Context: an optimization exercise on an open-source flow, tuned for small area, a short achievable clock period and few clock cycles per item. The choices shown serve that exercise and are no tape-out recipe. Function was checked by simulation only, so behaviour that the tests miss may differ from the original. Power figures rest on the tool's default switching activity, not on a simulated workload.

== juniper ==
==> flow/design.v <==
`default_nettype none
package ssmt_pkg;
  localparam int unsigned OP_W           = 2;
  localparam int unsigned VALUE_W        = 16;
  localparam int unsigned COUNT_W        = 5;
  localparam int unsigned DEF_CAPACITY   = 16;
  localparam int unsigned DEF_ELEM_WIDTH = 16;
  typedef enum logic [OP_W-1:0] {
    OP_INSERT = 2'd0,
    OP_DELETE = 2'd1,
    OP_QUERY  = 2'd2,
    OP_CLEAR  = 2'd3
  } ssmt_op_e;
  typedef struct packed {
    logic ins_en;
    logic del_en;
  } ssmt_ctl_t;
endpackage
`default_nettype wire
`default_nettype none
module ssmt_cell #(
  parameter int unsigned ELEM_WIDTH = ssmt_pkg::DEF_ELEM_WIDTH
) (
  input  wire logic                   clk_i,
  input  wire logic                   we_i,      
  input  wire logic [ELEM_WIDTH-1:0]  wdata_i,   
  input  wire logic [ELEM_WIDTH-1:0]  cmp_i,     
  output logic                        match_o    
);
  logic [ELEM_WIDTH-1:0] entry_q;
  assign match_o = (entry_q == cmp_i);
  always_ff @(posedge clk_i) begin
    if (we_i) begin
      entry_q <= wdata_i;
    end
  end
endmodule
`default_nettype wire
`default_nettype none
module small_set_membership_table #(
  parameter int unsigned CAPACITY   = ssmt_pkg::DEF_CAPACITY,
  parameter int unsigned ELEM_WIDTH = ssmt_pkg::DEF_ELEM_WIDTH
) (
  input  wire logic                          clk_i,
  input  wire logic                          rst_ni,
  input  wire logic                          start_i,
  output logic                               busy_o,
  input  wire logic [ssmt_pkg::OP_W-1:0]     op_i,
  input  wire logic [ssmt_pkg::VALUE_W-1:0]  value_i,
  output logic                               valid_o,
  output logic                               was_member_o,
  output logic [ssmt_pkg::COUNT_W-1:0]       count_o,
  output logic                               empty_res_o,
  output logic                               full_res_o,
  output logic                               rejected_o
);
  localparam int unsigned CNT_W = $clog2(CAPACITY + 1);
  logic                    s1_vld_q;
  logic [ssmt_pkg::OP_W-1:0] s1_op_q;
  logic [ELEM_WIDTH-1:0]   s1_val_q;
  logic                    s2_vld_q;
  logic [ssmt_pkg::OP_W-1:0] s2_op_q;
  logic [ELEM_WIDTH-1:0]   s2_val_q;
  logic [CAPACITY-1:0]     s2_match_q, s2_match_d;
  logic [CAPACITY-1:0]     valid_q, valid_d;
  logic [CNT_W-1:0]        count_q, count_d;
  logic [CAPACITY-1:0]     free_slot;      
  logic [CAPACITY-1:0]     raw_match;
  logic                    fwd_eq;
  logic                    valid_res_q;
  logic                    was_q, empty_q, full_q, rej_q;
  logic [ssmt_pkg::COUNT_W-1:0] cnt_res_q;
  assign busy_o = 1'b0;
  always_ff @(posedge clk_i or negedge rst_ni) begin
    if (!rst_ni) begin
      s1_vld_q <= 1'b0;
    end else begin
      s1_vld_q <= start_i;
    end
  end
  always_ff @(posedge clk_i) begin
    s1_op_q  <= op_i;
    s1_val_q <= ELEM_WIDTH'(value_i);
  end
  always_comb begin
    logic seen_free;
    seen_free = 1'b0;
    for (int i = 0; i < CAPACITY; i++) begin
      free_slot[i] = !valid_q[i] && !seen_free;
      seen_free    = seen_free || !valid_q[i];
    end
  end
  for (genvar i = 0; i < CAPACITY; i++) begin : g_cell
    ssmt_cell #(
      .ELEM_WIDTH(ELEM_WIDTH)
    ) u_cell (
      .clk_i  (clk_i),
      .we_i   (free_slot[i]),
      .wdata_i(s2_val_q),
      .cmp_i  (s1_val_q),
      .match_o(raw_match[i])
    );
  end
  assign fwd_eq     = (s1_val_q == s2_val_q);
  assign s2_match_d = (free_slot & {CAPACITY{fwd_eq}}) | (~free_slot & raw_match);
  always_ff @(posedge clk_i or negedge rst_ni) begin
    if (!rst_ni) begin
      s2_vld_q <= 1'b0;
    end else begin
      s2_vld_q <= s1_vld_q;
    end
  end
  always_ff @(posedge clk_i) begin
    s2_op_q    <= s1_op_q;
    s2_val_q   <= s1_val_q;
    s2_match_q <= s2_match_d;
  end
  logic [CAPACITY-1:0] hit;
  logic                member;
  logic                full_now;
  logic                rej_d;
  logic                ins_ok;
  logic                del_ok;
  logic                clr;
  assign hit      = s2_match_q & valid_q;
  assign member   = |hit;
  assign full_now = count_q == CNT_W'(CAPACITY);
  assign ins_ok   = s2_vld_q && (s2_op_q == ssmt_pkg::OP_INSERT) && !member && !full_now;
  assign rej_d    = s2_vld_q && (s2_op_q == ssmt_pkg::OP_INSERT) && !member && full_now;
  assign del_ok   = s2_vld_q && (s2_op_q == ssmt_pkg::OP_DELETE) && member;
  assign clr      = s2_vld_q && (s2_op_q == ssmt_pkg::OP_CLEAR);
  always_comb begin
    valid_d = valid_q;
    count_d = count_q;
    if (clr) begin
      valid_d = '0;
      count_d = '0;
    end else if (ins_ok) begin
      valid_d = valid_q | free_slot;
      count_d = count_q + CNT_W'(1);
    end else if (del_ok) begin
      valid_d = valid_q & ~hit;
      count_d = count_q - CNT_W'(1);
    end
  end
  always_ff @(posedge clk_i or negedge rst_ni) begin
    if (!rst_ni) begin
      valid_q     <= '0;
      count_q     <= '0;
      valid_res_q <= 1'b0;
    end else begin
      valid_q     <= valid_d;
      count_q     <= count_d;
      valid_res_q <= s2_vld_q;
    end
  end
  always_ff @(posedge clk_i) begin
    if (s2_vld_q) begin
      was_q     <= member;
      cnt_res_q <= ssmt_pkg::COUNT_W'(count_d);
      empty_q   <= count_d == '0;
      full_q    <= count_d == CNT_W'(CAPACITY);
      rej_q     <= rej_d;
    end
  end
  assign valid_o      = valid_res_q;
  assign was_member_o = was_q;
  assign count_o      = cnt_res_q;
  assign empty_res_o  = empty_q;
  assign full_res_o   = full_q;
  assign rejected_o   = rej_q;
endmodule
`default_nettype wire
make LEC_CHECK=0 CAP_MARGIN=20 CORE_MARGIN=2 CORE_UTILIZATION=40 SLEW_MARGIN=20 finish   # period 4.0 ns
run.sh (not shown) runs the stock make flow with config.mk's settings and CLKGATE_MAP_FILE= SYNTH_SCRIPT=/design/flow/synth_recipe.tcl, a recipe that flattens the netlist after the stock synthesis.
juniper completed end to end with timing, DRC and antenna clean.
Testbench counts of juniper, summed over its fixed seeds: cycles 32,024, items 32,000.
Inputs modified between juniper and umber:
--- a/flow/config.mk
+++ b/flow/config.mk
@@ -7,0 +8 @@
+export ABC_CLOCK_PERIOD_IN_PS = 1700
@@ -10,0 +12 @@
+export SETUP_SLACK_MARGIN = 2.3
[summary]
Clock network area share: juniper and umber compared, higher one is juniper
Across both runs, global-route usage was higher for umber than for juniper.
Lower post-layout instance area among juniper and umber: juniper
Sort juniper and umber by detailed-routed wire length on met3 desc -> top: umber
Comparing juniper and umber, non-clock buffer instance count of the final layout is higher on umber.
The more densely filled core belongs to umber, not juniper.
The run showing the greater overall power of the completed layout is umber.
Path type of the worst min-delay path: reg -> reg -> juniper, in -> async -> umber
Modified inputs, lagoon compared to umber
--- a/flow/config.mk
+++ b/flow/config.mk
@@ -11 +11,2 @@
-export CORE_UTILIZATION = 40
+export CORE_UTILIZATION = 60
+export PLACE_DENSITY = 0.75
## What came out
On post-CTS clock slew at the launch and capture registers of the worst setup and hold paths, umber tracks lagoon almost exactly.
[compare] base=umber new=lagoon: worst setup slack rose by 0.027 ns, clock-net power went down about 7%.

[port drivers added, routing unchanged]
The flow's constraints put no driver on any port. The routed layouts listed below were extracted and timed again, unchanged, in two steps. Step 1 (the two cells are an assumption about what drives the block):
set clk [get_ports {clk_i}]
set_driving_cell -lib_cell sky130_fd_sc_hd__clkbuf_16 $clk
set_driving_cell -lib_cell sky130_fd_sc_hd__buf_2 [delete_from_list [all_inputs] $clk]
Step 2 adds t to the input delays and takes it off the output delays; t is the mean of the earliest and latest rising clock arrival at the registers after step 1. Input paths then give back, and output paths get back, about the clock's delay inside the block. a / b / c = ideal ports / drivers / drivers and shift; a / b = the first two.
run	t (ns)	setup WS [ns]	hold WS [ns]	slew at the worst register clock pin (ns)	cell pins on the clock port's net
juniper	0.589	1.408 / 1.408 / 1.408	0.330 / 0.330 / 0.330	0.06 / 0.06	1
umber	0.585	1.904 / 1.904 / 1.904	0.294 / 0.266 / 0.333	0.06 / 0.06	1
lagoon	0.559	1.931 / 1.931 / 1.931	0.283 / 0.257 / 0.336	0.07 / 0.07	1
After both steps every run listed still meets setup and hold.
